Source: an optimization exercise on an open RTL-to-GDS flow (aim: small area). Production flows keep margins and buffers that such runs may drop.
Function was checked by simulation only, so behaviour that the tests miss may differ from the original.
Power is estimated from default activity; no workload was simulated.

== build 87 ==
Design cnn_receiver, start of the top module:
module cnn_receiver
(
    input  logic                                   clk,
    input  logic                                   rst,
    input  logic [cnn_dim_pkg::BEAT_W-1:0]         mac_i,
    input  logic [cnn_dim_pkg::LANE_DATA_W-1:0]    bias_q_i,
    output logic [cnn_ctrl_pkg::BIAS_AW-1:0]       bias_addr_o,
    output logic [cnn_dim_pkg::FMAP_WR_W-1:0]      fmap_wr_o,
    output logic                                   conv_phase_o,
    output logic [cnn_dim_pkg::CLASS_W-1:0]        digit_o,
    output logic                                   digit_valid_o
);
Size: ~810 cells after synthesis, ~280 flip-flops, about 13000 um2 of cells after synthesis.
Settings: LEC_CHECK=0, CAP_MARGIN=20, CORE_MARGIN=2, CORE_UTILIZATION=40, CTS_CLUSTER_DIAMETER=100, CTS_CLUSTER_SIZE=30, SLEW_MARGIN=20; clock period 10.0 ns.
standard.sh (not shown) runs the stock make flow with config.mk's settings and CLKGATE_MAP_FILE= SYNTH_SCRIPT=/design/flow/synth_recipe.tcl, a recipe that flattens the netlist after the stock synthesis.
==> flow/flow/run.sh <==
#!/bin/bash
# Standard layout, with the port buffers made from the smallest buffer cell and no dummy clock loads
export BUFFER_PORTS_ARGS="-buffer_cell sky130_fd_sc_hd__buf_1"
export CTS_ARGS="-sink_clustering_enable -repair_clock_nets -sink_clustering_size 17 -sink_clustering_max_diameter 100 -dont_use_dummy_load -buf_list sky130_fd_sc_hd__clkbuf_8 -root_buf sky130_fd_sc_hd__clkbuf_16"
bash standard.sh > standard.log 2>&1
Having completed the whole flow, build 87 delivered a layout that passed the timing, DRC and antenna checks.
--- input diff build 87..build 43 ---
==> flow/flow/run.sh <==
#!/bin/bash
# Standard layout, with the port buffers made from the smallest buffer cell and no dummy clock loads
export BUFFER_PORTS_ARGS="-buffer_cell sky130_fd_sc_hd__buf_1"
export CTS_ARGS="-sink_clustering_enable -repair_clock_nets -sink_clustering_size 30 -sink_clustering_max_diameter 100 -dont_use_dummy_load"
bash standard.sh > standard.log 2>&1
--- a/flow/config.mk
+++ b/flow/config.mk
@@ -7,3 +7,3 @@
 export LEC_CHECK = 0
-export CAP_MARGIN = 20
+export CAP_MARGIN = 0
 export CORE_MARGIN = 2
@@ -12,2 +12,2 @@
 export CTS_CLUSTER_SIZE = 30
-export SLEW_MARGIN = 20
+export SLEW_MARGIN = 0
Higher signal arrival time at the worst endpoint was reported by build 87, not build 43.
Compared with build 87, build 43 shows a lower final cell count without fillers.
Total non-filler cell area in the finished layout: build 43 vs build 87, no meaningful difference
No stage failed in build 43, and the final checks on the layout all came back clean.
Reported for build 87 and build 43, number of cells on the critical path turned out identical to the last digit.
Re post-synthesis xor/xnor area fraction: no difference whatsoever between build 43 and build 87.
Summary of build 43 over build 87: transition at the pin with the smallest max-transition slack shows an increase of 150 ps, wire length of the first global-routing pass shows a reduction of 0.63%, internal power summed over all cells shows an increase of 0.027 mW.
Re number of nets still failing antenna checks after routing: no difference whatsoever between build 87 and build 43.
#### Input delta (build 92 over build 43)
==> flow/flow/run.sh <==
#!/bin/bash
# Standard layout, with the port buffers made from the smallest buffer cell and no dummy clock loads
export BUFFER_PORTS_ARGS="-buffer_cell sky130_fd_sc_hd__buf_1"
export CTS_ARGS="-sink_clustering_enable -repair_clock_nets -sink_clustering_size 14 -sink_clustering_max_diameter 100 -dont_use_dummy_load -buf_list sky130_fd_sc_hd__clkbuf_8 -root_buf sky130_fd_sc_hd__clkbuf_16"
bash standard.sh > standard.log 2>&1
--- a/flow/config.mk
+++ b/flow/config.mk
@@ -7,3 +7,3 @@
 export LEC_CHECK = 0
-export CAP_MARGIN = 0
+export CAP_MARGIN = 20
 export CORE_MARGIN = 2
@@ -12,2 +12,2 @@
 export CTS_CLUSTER_SIZE = 30
-export SLEW_MARGIN = 0
+export SLEW_MARGIN = 20
==> results.txt <==
From build 43 to build 92 the numbers moved as follows: final cell count without fillers grew by about 0.7%, clock buffer count climbed 10, post-route cell area closely matched the old numbers, wire length after detailed routing increased by 1.1% relative to the old numbers. Minimum setup slack in the final design on build 92 is down relative to build 43. Build 92 and build 43 ended up with roughly the same overall power.
--- input diff build 92..build 10 ---
==> flow/flow/run.sh <==
#!/bin/bash
# Standard layout, with the port buffers made from the smallest buffer cell and no dummy clock loads
export BUFFER_PORTS_ARGS="-buffer_cell sky130_fd_sc_hd__buf_1"
export CTS_ARGS="-sink_clustering_enable -repair_clock_nets -sink_clustering_size 30 -sink_clustering_max_diameter 100 -dont_use_dummy_load"
bash standard.sh > standard.log 2>&1
Findings:
- Going from build 92 to build 10, actual slew at the worst max-slew pin -33 ps; core utilization comparable; final critical-path required period saw a decrease; fraction of standard cell area in multi-input logic neither gained nor lost much.
- Final-layout clock buffer total was higher in build 92 than in build 10.
- Taking build 92 as the reference, in build 10 via count -about 1.2%, post-route cell area ~0 delta, post-synthesis instance area ~0 delta.
- Compared build 10 against build 92; maximum operating frequency within noise.

========
Another version of the RTL of cnn_receiver (not shown whole).
Size: roughly 950 cells after synthesis, about 340 flip-flops, roughly 220 I/O pins, about 0.015 mm2 of cells after synthesis.
make LEC_CHECK=0 CAP_MARGIN=20 CORE_MARGIN=2 CORE_UTILIZATION=40 CTS_CLUSTER_DIAMETER=50 CTS_CLUSTER_SIZE=35 SLEW_MARGIN=20 finish   # period 10.0 ns
run.sh (not shown) runs the stock make flow with config.mk's settings and CLKGATE_MAP_FILE= SYNTH_SCRIPT=/design/flow/synth_recipe.tcl, a recipe that flattens the netlist after the stock synthesis.
Stock flow here: none of the scripts above is used.
==> next run, changes <==
CTS_CLUSTER_DIAMETER = 100   (was 50)
CTS_CLUSTER_SIZE = 25   (was 35)
=> Sequential power barely changes. Hold slack is better by 0.011 ns. Via count came out lower by a few percent. Die area does not change. Non-clock buffer count does not change. Total power drops by roughly a tenth.
==> next run, changes <==
CTS_CLUSTER_SIZE = 30   (was 25)
Outcome:
- clock skew rises by 0.028 ns
- cell count is about the same
- total power goes down slightly

==> re-timing with driven ports <==
How much do the figures lean on ideal ports? The routed layouts below were timed once more, with nothing changed but the port constraints.
Step 1, drivers: a clkbuf_16 drives clk and a buf_2 each remaining input, both assumed.
Step 2 adds t to the input delays and takes it off the output delays; t is the mean of the earliest and latest rising clock arrival at the registers after step 1. Input paths then give back, and output paths get back, about the clock's delay inside the block.
Slacks: ideal ports / drivers / drivers and shift; pairs: ideal ports / drivers.
run	t (ns)	slack for setup (ns)	worst setup path at the end
build 87	0.536	0.377 / 0.409 / -0.126	input to register
build 43	0.537	0.385 / 0.417 / -0.120	input to register
build 92	0.545	0.367 / 0.400 / -0.145	input to register
build 10	0.536	0.379 / 0.411 / -0.125	input to register
the first run of note 2	0.561	0.233 / 0.186 / 0.747	register to output
the second run of note 2	0.550	0.259 / 0.208 / 0.758	register to output
the third run of note 2	0.548	0.257 / 0.208 / 0.756	register to output
Met with ideal ports but missed after step 2: setup timing in build 87, build 43, build 92 and build 10. For build 92, which loses most, drivers alone change the setup slack by +0.033 ns; drivers and shift together by -0.512 ns.
